Context: an optimization exercise on an open-source flow, tuned for small area. The choices shown serve that exercise and are no tape-out recipe. The RTL was checked by simulation tests, not by an equivalence proof against the original design.

==> run a: inputs <==
## conv3x3_window_mac
module conv3x3_window_mac (
  input  logic        clk,
  input  logic        rst,
  input  logic        en,
  input  logic        clear,
  input  logic [7:0]  tap1,
  input  logic [7:0]  tap2,
  input  logic [7:0]  tap3,
  input  logic [7:0]  tap4,
  input  logic [7:0]  tap5,
  input  logic [7:0]  tap6,
  input  logic [7:0]  tap7,
  input  logic [7:0]  tap8,
  input  logic [7:0]  tap9,
  input  logic [71:0] weights,
  input  logic [15:0] bias,
  output logic [7:0]  out_data,
  output logic        out_valid,
  output logic [3:0]  out_row,
  output logic [3:0]  out_col,
  output logic        frame_done
);
==> flow/config.mk <==
export PLATFORM = sky130hd
export DESIGN_NAME = conv3x3_window_mac
export DESIGN_NICKNAME = conv3x3_window_mac
export VERILOG_FILES = /design/flow/design.v
export SDC_FILE = /design/flow/constraint.sdc
export NUM_CORES = 4
export LEC_CHECK = 0
export CAP_MARGIN = 20
export CORE_MARGIN = 2
export CORE_UTILIZATION = 40
export CTS_BUF_LIST = sky130_fd_sc_hd__clkbuf_8
export GPL_TIMING_DRIVEN = 0
export SLEW_MARGIN = 20
==> flow/constraint.sdc <==
create_clock -name core_clock -period 6.5 [get_ports {clk}]
set_input_delay 1.3000 -clock core_clock [delete_from_list [all_inputs] [get_ports {clk}]]
set_output_delay 1.3000 -clock core_clock [all_outputs]
set_load 0.01 [all_outputs]
standard.sh (not shown) runs the stock make flow with config.mk's settings and CLKGATE_MAP_FILE= SYNTH_SCRIPT=/design/flow/synth_recipe.tcl, a recipe that flattens the netlist after the stock synthesis.
==> flow/flow/run.sh <==
#!/bin/bash
# Standard ORFS layout with two changes:
#  * after synthesis, flow/polopt.py re-chooses the polarity of each full adder and
#    two-input gate to drop the inverters that Yosys' adder extraction leaves between
#    adders (registers and their names are untouched);
#  * the port buffers are plain sky130_fd_sc_hd__buf_1 cells (see BUFFER_PORTS_ARGS).
set -euo pipefail
R=orfs/results/sky130hd/conv3x3_window_mac/base
bash standard.sh synth > synth.log 2>&1
cp $R/1_2_yosys.v $R/1_2_yosys.std.v
python3 flow/polopt.py $R/1_2_yosys.std.v $R/1_2_yosys.v > polopt.log 2>&1
rm -f $R/1_synth.odb $R/1_synth.sdc
bash standard.sh finish "BUFFER_PORTS_ARGS=${BUF_ARGS:--buffer_cell sky130_fd_sc_hd__buf_1}" > layout.log 2>&1
Other scripts of this flow, unchanged in this note and not shown: flow/flow/polopt.py
==> run b (differences from run a) <==
--- a/flow/design.v
+++ b/flow/design.v
@@ -27,51 +27,43 @@
   assign tap[3] = tap4;
   assign tap[4] = tap5;
   assign tap[5] = tap6;
   assign tap[6] = tap7;
   assign tap[7] = tap8;
   assign tap[8] = tap9;
-  logic [3:0] row_q, col_q;
+  logic [3:0] row_q, col_q;    
   logic [3:0] hist_q;
-  logic       last_col, last_row;
-  assign last_col = (col_q == 4'd13);
-  assign last_row = (row_q == 4'd13);
+  logic       adv, last_col, last_row;
+  assign adv      = hist_q[3];
+  assign last_col = (col_q == 4'd11);
+  assign last_row = (row_q == 4'd11);
   always_ff @(posedge clk or posedge rst) begin
     if (rst) begin
-      row_q  <= '0;
-      col_q  <= '0;
+      row_q  <= 4'd14;
+      col_q  <= 4'd14;
       hist_q <= '0;
     end else if (clear) begin
-      row_q  <= '0;
-      col_q  <= '0;
+      row_q  <= 4'd14;
+      col_q  <= 4'd14;
       hist_q <= '0;
     end else begin
       hist_q <= {hist_q[2:0], en};
-      if (en) begin
+      if (adv) begin
         if (last_col) begin
-          col_q <= '0;
-          row_q <= last_row ? 4'd0 : row_q + 4'd1;
+          col_q <= 4'd14;
+          row_q <= last_row ? 4'd14 : row_q + 4'd1;
         end else begin
           col_q <= col_q + 4'd1;
         end
       end
     end
   end
-  logic [2:0] back;       
-  logic       borrow;
-  logic [3:0] col_e, row_e;
-  always_comb begin
-    back   = 3'd1 + {2'd0, hist_q[0]} + {2'd0, hist_q[1]} + {2'd0, hist_q[2]};
-    borrow = (col_q < {1'b0, back});
-    col_e  = borrow ? col_q + 4'd14 - {1'b0, back} : col_q - {1'b0, back};
-    row_e  = borrow ? ((row_q == 4'd0) ? 4'd13 : row_q - 4'd1) : row_q;
-  end
-  assign out_valid  = hist_q[3] && (row_e >= 4'd2) && (col_e >= 4'd2);
-  assign frame_done = hist_q[3] && (row_e == 4'd13) && (col_e == 4'd13);
-  assign out_row    = row_e - 4'd2;
-  assign out_col    = col_e - 4'd2;
+  assign out_valid  = hist_q[3] && !(row_q[3] && row_q[2]) && !(col_q[3] && col_q[2]);
+  assign frame_done = hist_q[3] && last_row && last_col;
+  assign out_row    = row_q;
+  assign out_col    = col_q;
   logic pp0_0_0;
   logic pp0_0_1;
   logic pp0_0_2;
   logic pp0_0_3;
   logic pp0_0_4;
   logic pp0_0_5;
==> flow/flow/run.sh (replaced) <==
#!/bin/bash
# Standard ORFS layout with two changes:
#  * after synthesis, flow/polopt.py re-chooses the polarity of each full adder and
#    two-input gate to drop the inverters that Yosys' adder extraction leaves between
#    adders (registers and their names are untouched);
#  * the port buffers are plain sky130_fd_sc_hd__buf_1 cells (see BUFFER_PORTS_ARGS);
#  * clock tree synthesis inserts no dummy loads.
set -euo pipefail
R=orfs/results/sky130hd/conv3x3_window_mac/base
bash standard.sh synth > synth.log 2>&1
cp $R/1_2_yosys.v $R/1_2_yosys.std.v
python3 flow/polopt.py $R/1_2_yosys.std.v $R/1_2_yosys.v > polopt.log 2>&1
rm -f $R/1_synth.odb $R/1_synth.sdc
bash standard.sh finish "BUFFER_PORTS_ARGS=-buffer_cell sky130_fd_sc_hd__buf_1" \
  "CTS_ARGS=-sink_clustering_enable -repair_clock_nets -dont_use_dummy_load -buf_list sky130_fd_sc_hd__clkbuf_8" \
  > layout.log 2>&1
==> results.txt <==
Between run b and run a, the lower first-iteration DRC count is in run b (gap 9.1%, measured against run a).
Critical path depth: run b is higher than run a (2).
Run b finished clean. Run a finished with timing, DRC and antenna clean.
Between run a and run b, the lower hold slack is in run b (gap 0.0064 ns).
Between run a and run b, the lower final cell count is in run b (gap about 4.3%, measured against run b).

## afterwards: timing with drivers on the ports
No port has a modelled driver above. Below, the same layouts with a new extraction and two added sets of constraints. Step 1 sets driving cells, clkbuf_16 on the clock port and buf_2 on the other inputs (assumed; they add their load-dependent delay and slew). Step 2, shift: input delay + t, output delay - t, t = (earliest + latest rising clock arrival at the registers) / 2. This alone moves slack from input paths to output paths. Three values: no drivers, after step 1, after step 2; two values: the first two.
| run | t, ns | slack for setup (ns) | worst register clock-pin slew, ns | worst data-port slew with drivers (ns) | pins driven straight from the clock port |
|---|---|---|---|---|---|
| run a | 0.354 | 0.272 / 0.273 / -0.082 | 0.11 / 0.11 | 0.06 | 1 |
| run b | 0.337 | 0.202 / 0.210 / -0.127 | 0.10 / 0.10 | 0.07 | 1 |
Met with ideal ports but missed after step 2: setup timing in run a and run b. The setup slack of run a, which loses most, moves by +0.001 ns with the drivers and by -0.354 ns with both steps.
